Source: an optimization exercise on an open RTL-to-GDS flow (aim: small area). Production flows keep margins and buffers that such runs may drop. The RTL was checked by simulation tests, not by an equivalence proof against the original design. No activity file was given, so power comes from the tool's default toggle rates.

==> flow/design.v <==
module if_id_decode_stage #(
   parameter int RF_DEPTH = 32,
   parameter bit SEXT_IMM = 1'b1
) (
   input  logic        clk,
   input  logic        reset,
   input  logic [31:0] instr_in,
   input  logic [31:0] pc_in,
   input  logic        instr_valid,
   input  logic        flush,
   input  logic        ex_mem_read,
   input  logic [4:0]  ex_rd,
   input  logic        wb_we,
   input  logic [4:0]  wb_rd,
   input  logic [31:0] wb_data,
   output logic        stall,
   output logic        id_valid,
   output logic [31:0] id_pc,
   output logic [31:0] id_rs_data,
   output logic [31:0] id_rt_data,
   output logic [31:0] id_imm,
   output logic [4:0]  id_rs,
   output logic [4:0]  id_rt,
   output logic [4:0]  id_rd,
   output logic [5:0]  id_funct,
   output logic        id_reg_write,
   output logic        id_mem_read,
   output logic        id_mem_write,
   output logic        id_branch,
   output logic        id_jump,
   output logic        id_alu_src,
   output logic        id_illegal
);
   localparam logic [2:0] C_NONE = 3'b000;
   localparam logic [2:0] C_BEQ  = 3'b001;
   localparam logic [2:0] C_R    = 3'b010;
   localparam logic [2:0] C_J    = 3'b011;
   localparam logic [2:0] C_ILL  = 3'b100;
   localparam logic [2:0] C_SW   = 3'b101;
   localparam logic [2:0] C_ADDI = 3'b110;
   localparam logic [2:0] C_LW   = 3'b111;
   logic [2:0]  in_cls;
   always_comb begin
      case (instr_in[31:26])
         6'h00:   in_cls = C_R;
         6'h08:   in_cls = C_ADDI;
         6'h23:   in_cls = C_LW;
         6'h2B:   in_cls = C_SW;
         6'h04:   in_cls = C_BEQ;
         6'h02:   in_cls = C_J;
         default: in_cls = C_ILL;
      endcase
      if (!instr_valid) in_cls = C_NONE;
   end
   logic [2:0]  ifid_cls_q;
   logic [57:0] ifid_q, ifid_d;      
   logic [4:0]  ifid_rs_q, ifid_rt_q;
   logic [15:0] ifid_lo_q;
   logic [31:0] ifid_pc_q;
   logic        ifid_valid;
   logic        state_q;             
   assign {ifid_pc_q, ifid_rs_q, ifid_rt_q, ifid_lo_q} = ifid_q;
   assign ifid_valid = |ifid_cls_q;
   logic uses_rt, hazard, load;
   assign uses_rt = (ifid_cls_q == C_R) || (ifid_cls_q == C_SW) || (ifid_cls_q == C_BEQ);
   assign hazard  = ifid_valid && ex_mem_read && ex_rd != 5'd0 &&
                    (ex_rd == ifid_rs_q || (uses_rt && ex_rd == ifid_rt_q));
   assign stall   = !state_q && hazard && !flush;
   assign load    = ifid_valid && !stall && !flush;
   always_ff @(posedge clk or negedge reset) begin
      if (!reset) begin
         ifid_cls_q <= C_NONE;
         state_q    <= 1'b0;
      end else begin
         state_q <= stall;
         if (flush)       ifid_cls_q <= C_NONE;
         else if (!stall) ifid_cls_q <= in_cls;
      end
   end
   logic [57:0] ifid_in;
   assign ifid_in = {pc_in, instr_in[25:0]};
   for (genvar b = 0; b < 58; b++) begin : g_ifid
      if_id_ao22 u_hold (.a1(ifid_in[b]), .a2(!stall), .b1(ifid_q[b]), .b2(stall),
                         .y(ifid_d[b]));
   end
   always_ff @(posedge clk) ifid_q <= ifid_d;
   logic [31:0] rf_q [1:31];
   logic [31:0] rf_d [1:31];
   logic [31:1] rf_v_q, rf_v_d;
   logic [31:1] rf_we;
   always_comb
      for (int i = 1; i < 32; i++) rf_we[i] = wb_we && (wb_rd == 5'(i));
   always_ff @(posedge clk or negedge reset) begin
      if (!reset) rf_v_q <= '0;
      else        rf_v_q <= rf_v_d;
   end
   for (genvar i = 1; i < 32; i++) begin : g_rf
      for (genvar b = 0; b < 32; b++) begin : g_bit
         if_id_ao22 u_hold (.a1(wb_data[b]), .a2(rf_we[i]), .b1(rf_q[i][b]), .b2(!rf_we[i]),
                            .y(rf_d[i][b]));
      end
      always_ff @(posedge clk) rf_q[i] <= rf_d[i];
   end
   logic [31:1] sel_rs, sel_rt;
   logic [31:0] rs_data, rt_data;
   logic [4:0]  rs_q, rt_q;
   always_comb
      for (int i = 1; i < 32; i++) rf_v_d[i] = rf_v_q[i] || rf_we[i];
   logic [3:0] rs_lo, rt_lo;
   logic [7:0] rs_hi, rt_hi;
   always_comb begin
      for (int j = 0; j < 4; j++) begin
         rs_lo[j] = rs_q[1:0] == 2'(j);
         rt_lo[j] = rt_q[1:0] == 2'(j);
      end
      for (int j = 0; j < 8; j++) begin
         rs_hi[j] = rs_q[4:2] == 3'(j);
         rt_hi[j] = rt_q[4:2] == 3'(j);
      end
   end
   for (genvar i = 1; i < 32; i++) begin : g_sel
      if_id_and3 u_rs (.a(rs_lo[i % 4]), .b(rs_hi[i / 4]), .c(rf_v_q[i]), .y(sel_rs[i]));
      if_id_and3 u_rt (.a(rt_lo[i % 4]), .b(rt_hi[i / 4]), .c(rf_v_q[i]), .y(sel_rt[i]));
   end
   for (genvar b = 0; b < 32; b++) begin : g_rd
      logic [10:0] n_rs, n_rt;
      for (genvar k = 0; k < 10; k++) begin : g_grp
         if_id_aoi222 u_rs (.a1(sel_rs[3*k+1]), .b1(rf_q[3*k+1][b]),
                            .a2(sel_rs[3*k+2]), .b2(rf_q[3*k+2][b]),
                            .a3(sel_rs[3*k+3]), .b3(rf_q[3*k+3][b]), .y(n_rs[k]));
         if_id_aoi222 u_rt (.a1(sel_rt[3*k+1]), .b1(rf_q[3*k+1][b]),
                            .a2(sel_rt[3*k+2]), .b2(rf_q[3*k+2][b]),
                            .a3(sel_rt[3*k+3]), .b3(rf_q[3*k+3][b]), .y(n_rt[k]));
      end
      if_id_nand2 u_rs_last (.a(sel_rs[31]), .b(rf_q[31][b]), .y(n_rs[10]));
      if_id_nand2 u_rt_last (.a(sel_rt[31]), .b(rf_q[31][b]), .y(n_rt[10]));
      if_id_nand11 u_rs_or (.n(n_rs), .y(rs_data[b]));
      if_id_nand11 u_rt_or (.n(n_rt), .y(rt_data[b]));
   end
   logic [2:0]  cls_q;
   logic [31:0] pc_q;
   logic [17:0] imm_q;
   logic        is_j;
   logic [17:0] imm_d;
   assign is_j  = ifid_cls_q == C_J;
   assign imm_d = is_j ? {ifid_lo_q, 2'b00}
                       : {ifid_lo_q[15], ifid_lo_q[15], ifid_lo_q};
   always_ff @(posedge clk or negedge reset) begin
      if (!reset) begin
         cls_q <= C_NONE;
         imm_q <= '0;
         rs_q  <= '0;
         rt_q  <= '0;
      end else begin
         cls_q <= (!stall && !flush) ? ifid_cls_q : C_NONE;
         imm_q <= load ? imm_d : '0;
         rs_q  <= load ? ifid_rs_q : '0;
         rt_q  <= load ? ifid_rt_q : '0;
      end
   end
   always_ff @(posedge clk) pc_q <= ifid_pc_q;
   logic       o_r, o_j, o_rt_dst;
   logic [3:0] pc4_hi;
   assign o_r      = cls_q == C_R;
   assign o_j      = cls_q == C_J;
   assign o_rt_dst = cls_q == C_ADDI || cls_q == C_LW;
   assign pc4_hi   = pc_q[31:28] + {3'd0, &pc_q[27:2]};
   assign id_valid     = cls_q != C_NONE;
   assign id_reg_write = o_r || o_rt_dst;
   assign id_mem_read  = cls_q == C_LW;
   assign id_mem_write = cls_q == C_SW;
   assign id_branch    = cls_q == C_BEQ;
   assign id_jump      = o_j;
   assign id_alu_src   = o_rt_dst || cls_q == C_SW;
   assign id_illegal   = cls_q == C_ILL;
   assign id_pc      = pc_q & {32{id_valid}};
   assign id_rs_data = rs_data;
   assign id_rt_data = rt_data;
   assign id_rs      = rs_q;
   assign id_rt      = rt_q;
   assign id_rd      = o_r ? imm_q[15:11] : (o_rt_dst ? rt_q : 5'd0);
   assign id_funct   = o_r ? imm_q[5:0] : 6'd0;
   assign id_imm     = o_j ? {pc4_hi, rs_q, rt_q, imm_q}
                           : {{14{imm_q[17]}}, imm_q};
endmodule
module if_id_ao22 (
   input  logic a1, a2, b1, b2,
   output logic y
);
   assign y = (a1 & a2) | (b1 & b2);
endmodule
module if_id_and3 (
   input  logic a, b, c,
   output logic y
);
   assign y = a & b & c;
endmodule
module if_id_nand2 (
   input  logic a, b,
   output logic y
);
   assign y = !(a & b);
endmodule
module if_id_aoi222 (
   input  logic a1, b1, a2, b2, a3, b3,
   output logic y
);
   assign y = !((a1 & b1) | (a2 & b2) | (a3 & b3));
endmodule
module if_id_nand11 (
   input  logic [10:0] n,
   output logic        y
);
   assign y = !(&n);
endmodule
clock: 5.0 ns
lec_check: 0
cap_margin: 20
core_margin: 2
core_utilization: 55
place_density: 0.65
setup_slack_margin: 0.3
slew_margin: 20
synth_hierarchical: 1
standard.sh (not shown) runs the stock make flow with config.mk's settings and CLKGATE_MAP_FILE= SYNTH_SCRIPT=/design/flow/synth_recipe.tcl, a recipe that flattens the netlist after the stock synthesis.
==> flow/flow/run.sh <==
#!/bin/bash
set -euo pipefail
bash standard.sh \
   "BUFFER_PORTS_ARGS=-buffer_cell sky130_fd_sc_hd__buf_1" \
   "CTS_ARGS=-sink_clustering_enable -repair_clock_nets -buf_list sky130_fd_sc_hd__clkbuf_8 -sink_clustering_size 12 -sink_clustering_max_diameter 50 -dont_use_dummy_load" \
   finish > make_finish.log 2>&1
Change:
==> flow/run.sh (new file) <==
#!/bin/bash
# synth_recipe.tcl (not shown) runs the flow's synth.tcl, then flattens the netlist and writes it again
# the make line also repeats each setting of config.mk as NAME=value (left out here)
make -C /OpenROAD-flow-scripts/flow DESIGN_CONFIG=/design/flow/config.mk WORK_HOME=/design/flow/orfs CLKGATE_MAP_FILE= SYNTH_SCRIPT=/design/flow/synth_recipe.tcl finish
removed: flow/flow/run.sh
removed: flow/standard.sh
Result: Critical path depth does not change. Cell area grows by about 8%. Sequential share of layout area shrinks by 3.7 points.
Change:
==> flow/flow/run.sh (new file) <==
#!/bin/bash
set -euo pipefail
bash standard.sh \
   "BUFFER_PORTS_ARGS=-buffer_cell sky130_fd_sc_hd__buf_1" \
   "CTS_ARGS=-sink_clustering_enable -repair_clock_nets -buf_list sky130_fd_sc_hd__clkbuf_8 -sink_clustering_size 15 -sink_clustering_max_diameter 50 -dont_use_dummy_load" \
   finish > make_finish.log 2>&1
==> flow/standard.sh (new file) <==
#!/bin/bash
# synth_recipe.tcl (not shown) runs the flow's synth.tcl, then flattens the netlist and writes it again
# the make line also repeats each setting of config.mk as NAME=value (left out here)
make -C /OpenROAD-flow-scripts/flow DESIGN_CONFIG=/design/flow/config.mk WORK_HOME=/design/flow/orfs CLKGATE_MAP_FILE= SYNTH_SCRIPT=/design/flow/synth_recipe.tcl "${@:-finish}"
removed: flow/run.sh
What happened: First-iteration DRC count decreases by about 6.5%; total power decreases by about 18%; die area does not change; clock-buffer cell count decreases by 49; via count decreases by about 1.2%; sequential cell count is unchanged; area after synthesis does not change.

[static timing again, ports no longer ideal]
Ports are ideal in the flow. The routed layouts listed here were re-timed in OpenROAD. Step 1: set_driving_cell puts a clkbuf_16 on clk and a buf_2 on each other input, an assumption about the parent block. Step 2 times the ports against the registers' clock, not the clock port: input delays grow and output delays shrink by t, the midpoint of the rising clock arrivals with the driver on. a / b / c = ideal ports / drivers / drivers and shift; a / b = the first two.
run	t, ns	setup WS [ns]	worst setup path after step 2	pins driven straight from the clock port
the first run	0.871	0.146 / 0.074 / 0.946	register to output	1
the second run	0.775	0.181 / 0.106 / 0.775	input to output	1
the third run	0.836	0.243 / 0.170 / 1.006	register to output	1
After both steps every run listed still meets setup and hold.
